This design comes from an exercise in tuning for small area, a short achievable clock period and few clock cycles per item on the open sky130 flow, not from production work.
Function was checked by simulation only, so behaviour that the tests miss may differ from the original.

===== design.v =====
`default_nettype none
package srg_pkg;
   localparam int DATA_W = 32;
   localparam int ELAPSED_W = 31;
   localparam int PROD_W = DATA_W + ELAPSED_W;
   localparam int STEP_W = 34;
   localparam int WIDE_W = 37;
   localparam int CMD_W = 3;
   localparam int MODE_W = 3;
   localparam int CSR_ADDR_W = 4;
   localparam int TIME_SCALE_DEFAULT = 1000000;
   localparam logic [STEP_W-1:0] STEP_CAP = STEP_W'(64'h2_0000_0000);
   localparam logic [CMD_W-1:0] CMD_UPDATE = 3'd0;
   localparam logic [CMD_W-1:0] CMD_BEGIN  = 3'd1;
   localparam logic [CMD_W-1:0] CMD_END    = 3'd2;
   localparam logic [CMD_W-1:0] CMD_GOAL   = 3'd3;
   localparam logic [CMD_W-1:0] CMD_BRAKE  = 3'd4;
   localparam logic [MODE_W-1:0] MODE_IDLE     = 3'd0;
   localparam logic [MODE_W-1:0] MODE_SLOPE    = 3'd1;
   localparam logic [MODE_W-1:0] MODE_CONSTANT = 3'd2;
   localparam logic [MODE_W-1:0] MODE_ENDING   = 3'd3;
   localparam logic [MODE_W-1:0] MODE_BRAKE    = 3'd4;
   localparam logic [1:0] REG_RAMP_RATE  = 2'd0;
   localparam logic [1:0] REG_BRAKE_RATE = 2'd1;
   localparam logic [1:0] REG_TOLERANCE  = 2'd2;
   typedef struct packed {
      logic busy;
      logic done;
   } srg_div_status_type;
endpackage
`default_nettype wire
`default_nettype none
module srg_muldiv
#(
   parameter int TIME_SCALE = 1000000
) (
   input  wire logic [21:0] prod_lo,    
   input  wire logic [15:0] quot_lo,    
   output logic [1:0]       fix
);
   logic [15:0] rem_hi;
   assign rem_hi = prod_lo[21:6] - 16'(quot_lo * 16'd15625);
   assign fix = (rem_hi >= 16'd31250) ? 2'd2 : (rem_hi >= 16'd15625) ? 2'd1 : 2'd0;
endmodule
`default_nettype wire
`default_nettype none
import srg_pkg::*;
module speed_ramp_generator_unit
#(
   parameter int TIME_SCALE = srg_pkg::TIME_SCALE_DEFAULT
) (
   input  wire logic                  clock,
   input  wire logic                  reset,
   input  wire logic                  req_tvalid,
   output logic                       req_tready,
   input  wire logic [63:0]           req_tdata,    
   input  wire logic [srg_pkg::CMD_W-1:0]      req_tuser,    
   output logic                       rsp_tvalid,
   input  wire logic                  rsp_tready,
   output logic [srg_pkg::DATA_W-1:0]          rsp_tdata,    
   output logic [3:0]                 rsp_tuser,    
   input  wire logic                  csr_psel,
   input  wire logic                  csr_penable,
   input  wire logic                  csr_pwrite,
   input  wire logic [srg_pkg::CSR_ADDR_W-1:0] csr_paddr,
   input  wire logic [srg_pkg::DATA_W-1:0]     csr_pwdata,
   output logic [srg_pkg::DATA_W-1:0]          csr_prdata,
   output logic                       csr_pready
);
   localparam logic [1:0] F_IDLE = 2'd0;
   localparam logic [1:0] F_SC   = 2'd1;    
   localparam logic [1:0] F_END  = 2'd2;
   localparam logic [1:0] F_BRK  = 2'd3;
   localparam logic [62:0] CAP_LIM = 63'(64'd1000000 << 33);
   localparam logic [33:0] RECIP = 34'd9007199254;
   logic [DATA_W-1:0] ramp_rate_ff, brake_rate_ff, tolerance_ff;
   logic [1:0]        fmode_ff;
   logic [DATA_W-1:0] start_time_ff;
   logic              stall, hazard, accept, pend;
   logic [2:0]        cmd_in;
   logic [DATA_W-1:0] ts_in, ns_in, elapsed_raw;
   logic              f_apply;
   logic              s1_v, s2_v, s3_v;
   logic [2:0]        s1_cmd, s2_cmd, s3_cmd;
   logic              s1_late, s2_late, s3_late;
   logic              s1_brk;
   logic [30:0]       s1_x;           
   logic              s1_x31, s2_x31;  
   logic [47:0]       s2_pa;          
   logic [46:0]       s2_pb;          
   logic [33:0]       s3_q;           
   logic [21:0]       s3_plo;         
   logic              s3_cap;
   logic [MODE_W-1:0] mode_ff;
   logic [DATA_W-1:0] speed_ff, start_speed_ff, goal_ff;
   logic              te_ff;
   logic              rsp_valid_ff;
   logic [MODE_W-1:0] mode_in;
   logic [DATA_W-1:0] speed_in, start_speed_in, goal_in;
   logic              te_in, commit, done;
   assign stall      = rsp_valid_ff && !rsp_tready;
   assign cmd_in     = req_tuser;
   assign ts_in      = req_tdata[31:0];
   assign ns_in      = req_tdata[63:32];
   assign pend       = s1_v || s2_v || s3_v;
   assign hazard     = (cmd_in == CMD_BEGIN) && fmode_ff[1] && pend;
   assign req_tready = !stall && !hazard;
   assign accept     = req_tvalid && req_tready;
   assign elapsed_raw = ts_in - start_time_ff;
   always_comb begin
      unique case (cmd_in)
         CMD_BEGIN:                    f_apply = (fmode_ff == F_IDLE);
         CMD_END, CMD_BRAKE, CMD_GOAL: f_apply = (fmode_ff == F_SC);
         default:                      f_apply = 1'b0;
      endcase
   end
   always_ff @(posedge clock) begin
      if (reset) begin
         fmode_ff      <= F_IDLE;
         start_time_ff <= '0;
      end else begin
         if (accept && f_apply) begin
            start_time_ff <= ts_in;
            unique case (cmd_in)
               CMD_END:   fmode_ff <= F_END;
               CMD_BRAKE: fmode_ff <= F_BRK;
               default:   fmode_ff <= F_SC;
            endcase
         end else if (commit && (s3_cmd == CMD_UPDATE) && done &&
                      ((mode_ff == MODE_ENDING) || (mode_ff == MODE_BRAKE))) begin
            fmode_ff <= F_IDLE;
         end
      end
   end
   always_ff @(posedge clock) begin
      if (reset) begin
         s1_v <= 1'b0;
         s2_v <= 1'b0;
         s3_v <= 1'b0;
      end else if (!stall) begin
         s1_v <= accept;
         s2_v <= s1_v;
         s3_v <= s2_v;
      end
   end
   always_ff @(posedge clock) begin
      if (!stall) begin
         s1_cmd  <= cmd_in;
         s1_late <= elapsed_raw[DATA_W-1];
         s1_brk  <= (fmode_ff == F_BRK);
         s1_x31  <= ns_in[31];
         if (cmd_in == CMD_GOAL) begin
            s1_x <= ns_in[30:0];
         end else begin
            s1_x <= elapsed_raw[DATA_W-1] ? '0 : elapsed_raw[ELAPSED_W-1:0];
         end
      end
   end
   logic [DATA_W-1:0] rate_op;
   always_comb begin
      if (s1_cmd == CMD_GOAL) begin
         rate_op = 32'd1;
      end else begin
         rate_op = s1_brk ? brake_rate_ff : ramp_rate_ff;
      end
   end
   always_ff @(posedge clock) begin
      if (!stall) begin
         s2_cmd  <= s1_cmd;
         s2_late <= s1_late;
         s2_pa   <= 48'(rate_op) * 48'(s1_x[15:0]);
         s2_pb   <= 47'(rate_op) * 47'(s1_x[30:16]);
         s2_x31  <= s1_x31;
      end
   end
   logic [62:0] prod;
   logic [33:0] p_hi;
   logic [67:0] est_wide;
   assign prod     = 63'(s2_pa) + {s2_pb, 16'd0};
   assign p_hi     = prod[52:19];
   assign est_wide = (68'(p_hi) << 33) + (68'(p_hi) << 29) - (68'(p_hi) << 27)
                   + (68'(p_hi) << 24) - (68'(p_hi) << 21) - (68'(p_hi) << 16)
                   - (68'(p_hi) << 12) + (68'(p_hi) << 10) + (68'(p_hi) << 5)
                   - (68'(p_hi) << 3) - (68'(p_hi) << 1);
   always_ff @(posedge clock) begin
      if (!stall) begin
         s3_cmd  <= s2_cmd;
         s3_late <= s2_late;
         s3_cap  <= (prod >= CAP_LIM);
         s3_plo  <= prod[21:0];
         s3_q    <= (s2_cmd == CMD_GOAL) ? {2'b00, s2_x31, prod[30:0]} : est_wide[67:34];
      end
   end
   logic [1:0]  fix;
   logic [33:0] step;
   logic [35:0] step_w, d_up, d_dn, d_e, d_sel;
   logic        c_up, c_dn;
   logic [DATA_W-1:0] v_up, v_dn;
   srg_muldiv #(
      .TIME_SCALE(TIME_SCALE)
   ) u_fix (
      .prod_lo(s3_plo),
      .quot_lo(s3_q[15:0]),
      .fix    (fix)
   );
   assign step   = s3_cap ? 34'h2_0000_0000 : (s3_q + 34'(fix));
   assign step_w = 36'(step);
   assign d_up   = 36'(goal_ff) - 36'(start_speed_ff) - 36'(tolerance_ff);
   assign d_dn   = 36'(start_speed_ff) - 36'(goal_ff) - 36'(tolerance_ff);
   assign d_e    = 36'(start_speed_ff) - 36'(tolerance_ff);
   assign c_up   = !d_up[35] && (d_up != 36'd0);
   assign c_dn   = !d_dn[35] && (d_dn != 36'd0);
   assign d_sel  = (mode_ff == MODE_SLOPE) ? (c_up ? d_up : d_dn) : d_e;
   assign done   = d_sel[35] || (step_w > d_sel);    
   assign v_up   = start_speed_ff + step[DATA_W-1:0];
   assign v_dn   = start_speed_ff - step[DATA_W-1:0];
   assign commit = s3_v && !stall;
   always_comb begin
      mode_in        = mode_ff;
      speed_in       = speed_ff;
      start_speed_in = start_speed_ff;
      goal_in        = goal_ff;
      te_in          = 1'b0;
      unique case (s3_cmd)
         CMD_UPDATE: begin
            if (mode_ff == MODE_SLOPE) begin
               te_in = s3_late;
               if ((c_up || c_dn) && !done) begin
                  speed_in = c_up ? v_up : v_dn;
               end else begin
                  speed_in = goal_ff;
                  mode_in  = MODE_CONSTANT;
               end
            end else if ((mode_ff == MODE_ENDING) || (mode_ff == MODE_BRAKE)) begin
               te_in = s3_late;
               if (done) begin
                  speed_in = '0;
                  mode_in  = MODE_IDLE;
               end else begin
                  speed_in = v_dn;
               end
            end
         end
         CMD_BEGIN: begin
            if (mode_ff == MODE_IDLE) begin
               mode_in        = MODE_SLOPE;
               start_speed_in = speed_ff;
            end
         end
         CMD_END, CMD_BRAKE: begin
            if ((mode_ff == MODE_SLOPE) || (mode_ff == MODE_CONSTANT)) begin
               mode_in        = (s3_cmd == CMD_END) ? MODE_ENDING : MODE_BRAKE;
               start_speed_in = speed_ff;
            end
         end
         CMD_GOAL: begin
            goal_in = s3_q[DATA_W-1:0];
            if ((mode_ff == MODE_SLOPE) || (mode_ff == MODE_CONSTANT)) begin
               mode_in        = MODE_SLOPE;
               start_speed_in = speed_ff;
            end
         end
         default: begin
         end
      endcase
   end
   always_ff @(posedge clock) begin
      if (reset) begin
         mode_ff        <= MODE_IDLE;
         speed_ff       <= '0;
         start_speed_ff <= '0;
         goal_ff        <= '0;
         te_ff          <= 1'b0;
         rsp_valid_ff   <= 1'b0;
      end else begin
         if (commit) begin
            mode_ff        <= mode_in;
            speed_ff       <= speed_in;
            start_speed_ff <= start_speed_in;
            goal_ff        <= goal_in;
            te_ff          <= te_in;
            rsp_valid_ff   <= 1'b1;
         end else if (rsp_tready) begin
            rsp_valid_ff <= 1'b0;
         end
      end
   end
   assign rsp_tvalid = rsp_valid_ff;
   assign rsp_tdata  = speed_ff;
   assign rsp_tuser  = {te_ff, mode_ff};
   logic              csr_write;
   logic [DATA_W-1:0] prdata_ff;
   assign csr_pready = 1'b1;
   assign csr_write  = csr_psel && csr_penable && csr_pwrite;
   always_ff @(posedge clock) begin
      if (reset) begin
         ramp_rate_ff  <= '0;
         brake_rate_ff <= '0;
         tolerance_ff  <= '0;
      end else if (csr_write) begin
         unique case (csr_paddr[3:2])
            REG_RAMP_RATE:  ramp_rate_ff  <= csr_pwdata;
            REG_BRAKE_RATE: brake_rate_ff <= csr_pwdata;
            REG_TOLERANCE:  tolerance_ff  <= csr_pwdata;
            default: begin
            end
         endcase
      end
   end
   always_ff @(posedge clock) begin
      unique case (csr_paddr[3:2])
         REG_RAMP_RATE:  prdata_ff <= ramp_rate_ff;
         REG_BRAKE_RATE: prdata_ff <= brake_rate_ff;
         REG_TOLERANCE:  prdata_ff <= tolerance_ff;
         default:        prdata_ff <= '0;
      endcase
   end
   assign csr_prdata = prdata_ff;
endmodule
`default_nettype wire

===== constraint.sdc =====
create_clock -name core_clock -period 12.0 [get_ports {clock}]
set_input_delay 2.4000 -clock core_clock [delete_from_list [all_inputs] [get_ports {clock}]]
set_output_delay 2.4000 -clock core_clock [all_outputs]
set_load 0.01 [all_outputs]

===== run.sh =====
#!/bin/bash
# synth_recipe.tcl (not shown) runs the flow's synth.tcl, then flattens the netlist and writes it again
# the make line also repeats each setting of config.mk as NAME=value (left out here)
make -C /OpenROAD-flow-scripts/flow DESIGN_CONFIG=/design/flow/config.mk WORK_HOME=/design/flow/orfs CLKGATE_MAP_FILE= SYNTH_SCRIPT=/design/flow/synth_recipe.tcl finish

===== config.mk =====
export PLATFORM = sky130hd
export DESIGN_NAME = speed_ramp_generator_unit
export DESIGN_NICKNAME = speed_ramp_generator_unit
export VERILOG_FILES = /design/flow/design.v
export SDC_FILE = /design/flow/constraint.sdc
export NUM_CORES = 4
export LEC_CHECK = 0
export CAP_MARGIN = 20
export CORE_MARGIN = 2
export CORE_UTILIZATION = 40
export SLEW_MARGIN = 20

==> impl_metrics.csv <==
group,metric,value,unit
sta,finalSetupTns,0,ns
grt,first_global_vias,66300,
grt,grt_busiest_layer,"met2",
die,initial_utilization,0.402,
logic_synthesis,synth-main-ff-cell,"dfxtp_1",
route,vias,64800,
route,finalWirelength,246000,um
clocking,cts.clk_slew.worst_paths,0.06,ns
place,numPortBuffers,177,
critical_path,crit_path_end_kind,"register",
place,place_area,83900,um^2
critical_path,start_kind,"register",
sta,fmax,90.0,MHz
place,pre_cts_slack,0.564,ns
grt,grt_pass1_wl,383000,um
sta,relSlewSlack,0.264,
logic_synthesis,ys_types,93,
grt,met1_usage,0.322,
clocking,clk_path_buf_depth,3,
grt,use_met2,0.401,
sta,setup_violations,0,
min_path,hp-class,"reg2reg",
die,rows,163,
grt,grt_usage,0.242,
logic_synthesis,synth_edf_count,192,
sta,rsz0062_at_grt,"no",
outcome,status,"timing/DRC/antenna clean",
clocking,tritoncts,"yes",
route,vias_per_cell,5.45,
place,place.gp.congestion,0.959,
sta,fin_crit_sh,0.926,
sta,tightest_slew,1.10,ns
route,drtAntennaViolNets,0,
sta,period_needed,11.12,ns
logic_synthesis,async_flop_share,0,
finish,fill_cells,19500,
finish,final_common_cell,"inv_1",
die,core-area,197000,um^2
die,ios,181,
finish,area_delta_synth_final,8.49,%
sta,setup_slack,0.885,ns
finish,drive_above_1_share,0.0393,
critical_path,max_stage_delay,0.83,ns
sta,slew_viol_final,0,
critical_path,cp_data_arrival_time,11.64,ns
clocking,clk_latency,0.69,ns
clocking,cts.htree.levels,2,
logic_synthesis,yosysWarnings,1,
die,dieArea,201000,um^2
grt,met3_usage,0.0314,
clocking,root_buffer,"clkbuf_16",
critical_path,critPathLaunch,"start_speed_ff[1]",
clocking,cts_hold_buf,0,
place,numPlacedInstances,11800,
clocking,cts-buffers-inserted,55,
route,drtPass1Iterations,6,
finish,finalNonFillerCells,11900,
critical_path,r2r-start,"start_speed_ff[1]",
grt,grt_remaining_overflow,0,
critical_path,critical_path_class,"reg2reg",
logic_synthesis,synthesis.area,79200,um^2
logic_synthesis,synth-seq-area-share,0.140,
sta,final-hold-violation-count,0,
route,drc,0,
min_path,holdPathStages,0,
logic_synthesis,syn_inst,9237,
critical_path,crit_path_frequent_cell,"o21ai_0",
finish,mostFrequentLayoutCells,"inv_1, nand2_1, fa_1, ha_1, a21oi_1",
logic_synthesis,avgSynthCellArea,8.57,um^2
finish,stdcell_area,85900,um^2
critical_path,cp_slowest_cell,"o21ai_4",
min_path,min_from,"s2_late",
place,place_hpwl,195000,um
critical_path,r2r_setup_slack,0.88,ns
critical_path,reg2reg_depth,43,
critical_path,crit_fanout,28,
die,die_w,449,um
critical_path,timing.rr.end,"speed_ff[30]",
grt,antenna_found_initial,4,
sta,skew,0.0391,ns
route,post_drt_wl_per_cell,20.7,um
logic_synthesis,synth-seq-cells,458,
clocking,cts.sinks,458,
job,drv_cap,0,
finish,finalNetCount,11300,
sta,whs,0.426,ns
route,dr.first_iter.drc_count,4776,
critical_path,cp.required,12.53,ns
grt,grt_max_degree,151,
min_path,holdPathEnd,"s3_late",
logic_synthesis,synth_nets,11300,
die,die_h,449,um
==> sequential cells by signal, indices dropped and copies added, names as in the netlist, 16 cells and up <==
signal          cells
start_time_ff      32
goal_ff            32
prdata_ff          32
tolerance_ff       32
speed_ff           32
ramp_rate_ff       32
s3_q               34
start_speed_ff     32
s2_pa              48
brake_rate_ff      32
s1_x               31
s2_pb              47
s3_plo             16
==> cell usage after synthesis (all sizes together) (74+ instances only) <==
master / count / area share
a21o: 202 / 0.019
a21oi: 621 / 0.039
and2: 398 / 0.031
clkbuf: 371 / 0.018
dfxtp: 266 / 0.067
edfxtp: 192 / 0.073
fa: 1095 / 0.28
ha: 860 / 0.14
inv: 1452 / 0.069
mux2i: 131 / 0.017
nand2: 1237 / 0.059
nand2b: 77 / 0.0061
nand3: 111 / 0.0070
nor2: 490 / 0.023
nor3: 91 / 0.0058
o21a: 74 / 0.0070
o21ai: 287 / 0.018
o21bai: 79 / 0.0075
xnor2: 256 / 0.028
xor2: 150 / 0.017
==> worst max-delay path: cells and delay by family (launching register included) <==
family | cells | cell delay [ns]
AO/OA/AOI/OAI | 21 | 5.72
AND/OR/NAND/NOR | 14 | 2.57
adder cells (fa/ha/maj) | 3 | 1.07
buffers and inverters | 4 | 0.81
flip-flops | 1 | 0.58
XOR/XNOR | 1 | 0.22
==> cells by family after synthesis <==
group           Yosys count  share of synthesized area
compound gates         1695                      0.136
xor+xnor                406                     0.0449
fa+ha+maj              1955                      0.413
buf+inv                1861                     0.0891
flops                   458                      0.140
mux                     135                     0.0171
other cells               1                  0.0000474
simple gates           2726                      0.160
==> final cells by class <==
| type | instances | area (um^2) | share of cell area |
|---|---|---|---|
| Sequential cell | 458 | 11100 | 0.129 |
| Antenna cell | 3 | 7.51 | 0.0000874 |
| Inverter | 1452 | 5460 | 0.0636 |
| Timing Repair Buffer | 321 | 2890 | 0.0336 |
| Multi-Input combinational cell | 6918 | 61200 | 0.713 |
| Clock inverter | 26 | 299 | 0.00348 |
| Tap cell | 2640 | 3300 | 0.0385 |
| Clock buffer | 77 | 1620 | 0.0189 |
==> worst max-delay path by stage <==
stage / slack (ns) / end
6_report: 0.88 / speed_ff[30]
5_1_grt: 0.03 / speed_ff[5]
4_1_cts: 0.58 / speed_ff[12]
3_5_place_dp: 0.56 / speed_ff[29]
3_3_place_gp: 0.71 / speed_ff[12]
2_1_floorplan: 2.08 / speed_ff[30]
==> metrics by stage <==
step	util
5_1_grt	0.436
3_5_place_dp	0.426
3_3_place_gp	0.426
6_report	0.436
4_1_cts	0.436
2_1_floorplan	-
==> what timing repair did <==
| item | CTS | global route |
|---|---|---|
| buffers inserted | 0 | 6 |
| hold endpoints to repair | 0 | 0 |
| gates resized for setup | 0 | 5 |
| endpoints found under the setup margin | 0 | 22 |
==> per-layer routing <==
layer / up-vias / routed length [um]
met5: - / 0
met4: 0 / 9730
met3: 418 / 16500
met2: 2301 / 115000
met1: 32100 / 105000
li1: 30000 / -
Testbench counts, summed over its fixed seeds: cycles 11,348, items 9,924.

==> afterwards: timing with drivers on the ports <==
Ports are ideal in the flow. The routed layout listed here was re-timed in OpenROAD. Step 1 sets driving cells, clkbuf_16 on the clock port and buf_2 on the other inputs (assumed; they add their load-dependent delay and slew). Step 2 moves the port delays by t, midway between the first and last clock arrival at a register: inputs arrive t later, outputs are due t later. That takes back most of the time a late clock gives input paths. a / b / c = ideal ports / drivers / drivers and shift; a / b = the first two.
shift t [ns]: 0.759
slack for setup (ns): 0.885 / 0.885 / 0.885
latest minus earliest clock arrival (ns): 0.039 / 0.040
cell pins on the clock port's net: 1
After both steps setup and hold are still met in this run. For this run, drivers alone change the setup slack by 0.000 ns; drivers and shift together by 0.000 ns.
